From an optimization exercise on the open Yosys and OpenROAD flow, aimed at small area and a short achievable clock period; shortcuts taken in it are not production practice. RTL that was checked went through simulation tests only; none was proved equivalent to the original. No activity file was given, so power comes from the tool's default toggle rates.

==> run D <==
// iq_demod_lpf
module iq_demod_lpf
#(
  parameter int IN_W  = iq_demod_pkg::DEF_IN_W,
  parameter int CAR_W = iq_demod_pkg::DEF_CAR_W,
  parameter int DECIM = iq_demod_pkg::DEF_DECIM,
  parameter int OUT_W = iq_demod_pkg::DEF_OUT_W,
  parameter int SHIFT = iq_demod_pkg::DEF_SHIFT
) (
  input  logic                    clk,
  input  logic                    reset_n,
  input  logic                    sample_en,
  input  logic                    sym_start,
  input  logic signed [IN_W-1:0]  y_in,
  input  logic signed [CAR_W-1:0] i_car,
  input  logic signed [CAR_W-1:0] q_car,
  output logic signed [OUT_W-1:0] i_out,
  output logic signed [OUT_W-1:0] q_out,
  output logic                    out_valid,
  output logic                    overflow
);
clock: 10.5 ns
lec_check: 0
abc_area: 1
cap_margin: 20
core_margin: 2
core_utilization: 40
place_density: 0.6
slew_margin: 20
run.sh (not shown) runs the stock make flow with config.mk's settings and CLKGATE_MAP_FILE= SYNTH_SCRIPT=/design/flow/synth_recipe.tcl, a recipe that flattens the netlist after the stock synthesis.
==> run A (differences from run D) <==
SETUP_SLACK_MARGIN = 4   (was default)
==> notes.md <==
Worst-Margin Slew=1190 ps; largest net degree at the start of global routing=51; depth of the most critical reg-to-reg path=24; Worst setup EP type=flop; Seq cells=between 400 and 500; chip width=around 330 um; met2 usage=between 30 and 40%; Switching Share=around half; top sig layer=met5; setup bufs post-CTS=0; Core Area=103000 sq um; number of synthesized flops with an enable pin=102; worst-case clock buffer depth=3; FF-to-FF setup slack=5270 ps; status=timing/DRC/antenna clean; Slowest-stage cell, CP=fa_1
Source of the figures above: run D

==> notes.md <==
Worst-Margin Slew=around 1200 ps; Seq cells=around 430; worst-case clock buffer depth=3; Worst setup EP type=flop; number of synthesized flops with an enable pin=just over 100; top post-synthesis cells by area=fa_1, dfxtp_1, xor2_1, inv_1, o22ai_1; Core Area=~100000 sq um; top sig layer=met5; Slowest-stage cell, CP=fa_1; TNS Setup=0 ps; met2 usage=between 30% and 40%; largest net degree at the start of global routing=roughly 50; setup bufs post-CTS=0; status=timing/DRC/antenna clean
Source of the figures above: run A


---

==> job 8929: inputs <==
iq_demod_lpf, a different RTL version from the one above (not shown whole).
Settings: LEC_CHECK=0, ABC_AREA=1, CAP_MARGIN=20, CORE_MARGIN=2, CORE_UTILIZATION=40, CTS_BUF_LIST=sky130_fd_sc_hd__clkbuf_8, CTS_CLUSTER_SIZE=24, PLACE_DENSITY=0.6, SLEW_MARGIN=20; clock period 10.5 ns.
standard.sh (not shown) runs the stock make flow with config.mk's settings and CLKGATE_MAP_FILE= SYNTH_SCRIPT=/design/flow/synth_recipe.tcl, a recipe that flattens the netlist after the stock synthesis.
==> flow/flow/run.sh <==
#!/bin/bash
set -euo pipefail
bash standard.sh SETUP_SLACK_MARGIN=5 "BUFFER_PORTS_ARGS=-buffer_cell sky130_fd_sc_hd__buf_1" finish > layout.log 2>&1
==> job 5297: changes against job 8929 <==
==> flow/flow/run.sh (replaced) <==
#!/bin/bash
set -euo pipefail
bash standard.sh SETUP_SLACK_MARGIN=5 RECOVER_POWER=100 finish > layout.log 2>&1
==> flow_summary_export.csv <==
group,metric,value,unit
sta,finalMaxSlewViolations,123,
final_layout,multi_input_area,27000,sq um
drt,totalWireLength,115,mm
job,maxCapViolations,3,
run_status,status,"complete, but fails checks",
sta,fin_skew,0.0568,ns
run_status,check.faults,"max-capacitance violations, max-slew violations",
The numbers above come from job 5297.

==> flow_summary_export.csv <==
group,metric,value,unit
run_status,status,"timing/DRC/antenna clean",
sta,finalMaxSlewViolations,0,
drt,totalWireLength,114,mm
sta,fin_skew,0.0435,ns
die,die_y,306,um
final_layout,diodes,2,
job,maxCapViolations,0,
final_layout,multi_input_area,27000,sq um
The numbers above come from job 8929.


---

==> build 36: inputs <==
iq_demod_lpf, a different RTL version from the one above (not shown whole).
clock: 10.5 ns
lec_check: 0
abc_area: 1
cap_margin: 20
core_margin: 2
core_utilization: 40
place_density: 0.6
setup_slack_margin: 5
slew_margin: 20
run.sh (not shown) runs the stock make flow with config.mk's settings and CLKGATE_MAP_FILE= SYNTH_SCRIPT=/design/flow/synth_recipe.tcl, a recipe that flattens the netlist after the stock synthesis.
Stock flow here: none of the scripts above is used.
==> build 74 (differences from build 36) <==
--- a/flow/design.v
+++ b/flow/design.v
@@ -465,11 +465,11 @@
   assign sum = {y336, y335, y334, y333, y332, y331, y330, y329, y328, y327, y326, y325, y324, y323, y322, y321, y320, y319, y318, y317, y316, y315, y314, y313, y312, y311, y310, y309, y308, y307, y306, y305, y304, y303, y302, y301, y300, y299, y298, y297, y296, y295, y294, y293, y292, y291, y290, y289, y288, y287, p2};
   assign oor = ~((sum[50:47] == 4'b0000) || (sum[50:47] == 4'b1111));
   assign sat = oor ? {sum[50], {23{~sum[50]}}} : sum[47:24];
   always_ff @(posedge clk) begin
     if (clr_i)      acc_q <= '0;
-    else if (vld_i) acc_q <= sum;
+    else            acc_q <= sum;
     if (!reset_n) begin
       data_q <= '0;
       ovf_q  <= 1'b0;
     end else if (dump_i) begin
       data_q <= sat;
@@ -499,22 +499,24 @@
   output logic signed [OUT_W-1:0] q_out,
   output logic                    out_valid,
   output logic                    overflow
 );
   localparam int NB = 138;   
+  logic          en;
   logic [24:0]   ye;
   logic [11:0]   one, two, neg;
   logic [NB-1:0] rows_i, rows_q, prod_i_q, prod_q_q;
   logic          vld_q, sop_q, out_valid_q, dump, clr;
   logic [3:0]    cnt_q;
   logic          ovf_i, ovf_q;
+  assign en = sample_en & reset_n;
   assign ye = {y_in, 1'b0};
   always_comb begin
     for (int k = 0; k < 12; k++) begin
-      one[k] = ye[2*k+1] ^ ye[2*k];
-      two[k] = (ye[2*k+2] & ~ye[2*k+1] & ~ye[2*k]) | (~ye[2*k+2] & ye[2*k+1] & ye[2*k]);
-      neg[k] = ye[2*k+2];
+      one[k] = en & (ye[2*k+1] ^ ye[2*k]);
+      two[k] = en & ((ye[2*k+2] & ~ye[2*k+1] & ~ye[2*k]) | (~ye[2*k+2] & ye[2*k+1] & ye[2*k]));
+      neg[k] = en & ye[2*k+2];
     end
   end
   iq_mix_tree u_mix_i (.x(i_car), .one(one), .two(two), .neg(neg), .rows_o(rows_i));
   iq_mix_tree u_mix_q (.x(q_car), .one(one), .two(two), .neg(neg), .rows_o(rows_q));
   always_ff @(posedge clk) begin
==> flow/flow/run.sh (new file) <==
#!/bin/bash
set -euo pipefail
bash standard.sh SETUP_SLACK_MARGIN=5.3 "BUFFER_PORTS_ARGS=-buffer_cell sky130_fd_sc_hd__buf_2" finish > layout.log 2>&1
==> flow/standard.sh (new file) <==
#!/bin/bash
# synth_recipe.tcl (not shown) runs the flow's synth.tcl, then flattens the netlist and writes it again
# the make line also repeats each setting of config.mk as NAME=value (left out here)
make -C /OpenROAD-flow-scripts/flow DESIGN_CONFIG=/design/flow/config.mk WORK_HOME=/design/flow/orfs CLKGATE_MAP_FILE= SYNTH_SCRIPT=/design/flow/synth_recipe.tcl "${@:-finish}"
CTS_BUF_LIST = sky130_fd_sc_hd__clkbuf_8   (was not set)
CTS_CLUSTER_SIZE = 24   (was not set)
SETUP_SLACK_MARGIN = not set   (was 5)
removed: flow/run.sh
==> qor summary <==
quantity                                                                 build 36               build 74
Slew margin rel.                                                            20.3%                  24.8%
Pleak                                                                     20.4 nW                20.0 nW
Power density relative to cell area                                    385 nW/µm²             339 nW/µm²
Cells after DPL                                                              5437                   5274
Crit path max-delay cell type                              sky130_fd_sc_hd__inv_1  sky130_fd_sc_hd__fa_1
Fraction of the mapped netlist area in simple logic gates                   7.95%                  6.74%
Arrival time worst endpoint                                               5.99 ns                5.77 ns
Design Area, Final                                                      45000 µm²              42900 µm²
Worst setup startpoint                                                  q_car[12]              sample_en
Total CTS buffers                                                              48                     78
Number of multi-input logic gates                                            2921                   2735
Int Pwr                                                                   8.47 mW                7.24 mW
Met1 Use GR                                                                 32.4%                  32.9%
Largest incremental delay on the critical path                            0.88 ns                0.56 ns
Run status                                               timing/DRC/antenna clean  timing/DRC/antenna clean
Part of the power in combinational logic                                    75.0%                  70.6%
For build 36, only the layout was checked, not whether the RTL still works.

separate check: timing with driven ports:
In the flow no input, the clock included, has a driving cell. The finished layouts below were timed again as built, in two steps. Step 1 assumes that a clkbuf_16 drives the clock port and a buf_2 every other input. Step 2, shift: input delay + t, output delay - t, t = (earliest + latest rising clock arrival at the registers) / 2. This alone moves slack from input paths to output paths. Three values: ideal ports, drivers, drivers and shift; two values: the first two.
run | shift t [ns] | setup WS [ns] | hold WS [ns] | clock arrival spread, ns | cell pins on the clock port's net
run D | 0.682 | 4.230 / 4.273 / 3.591 | 0.449 / 0.449 / 0.449 | 0.029 / 0.029 | 1
run A | 0.682 | 4.230 / 4.273 / 3.591 | 0.449 / 0.449 / 0.449 | 0.029 / 0.029 | 1
job 8929 | 0.754 | 5.020 / 5.059 / 4.305 | 0.448 / 0.448 / 0.448 | 0.044 / 0.043 | 1
job 5297 | 0.789 | 3.029 / 3.064 / 2.275 | 0.444 / 0.444 / 0.444 | 0.064 / 0.064 | 1
build 36 | 0.678 | 5.000 / 5.046 / 4.368 | 0.435 / 0.435 / 0.435 | 0.035 / 0.035 | 1
build 74 | 0.773 | 5.336 / 5.354 / 4.581 | 0.446 / 0.446 / 0.446 | 0.060 / 0.060 | 1
The setup slack of build 74, which loses most, moves by +0.018 ns with the drivers and by -0.755 ns with both steps.
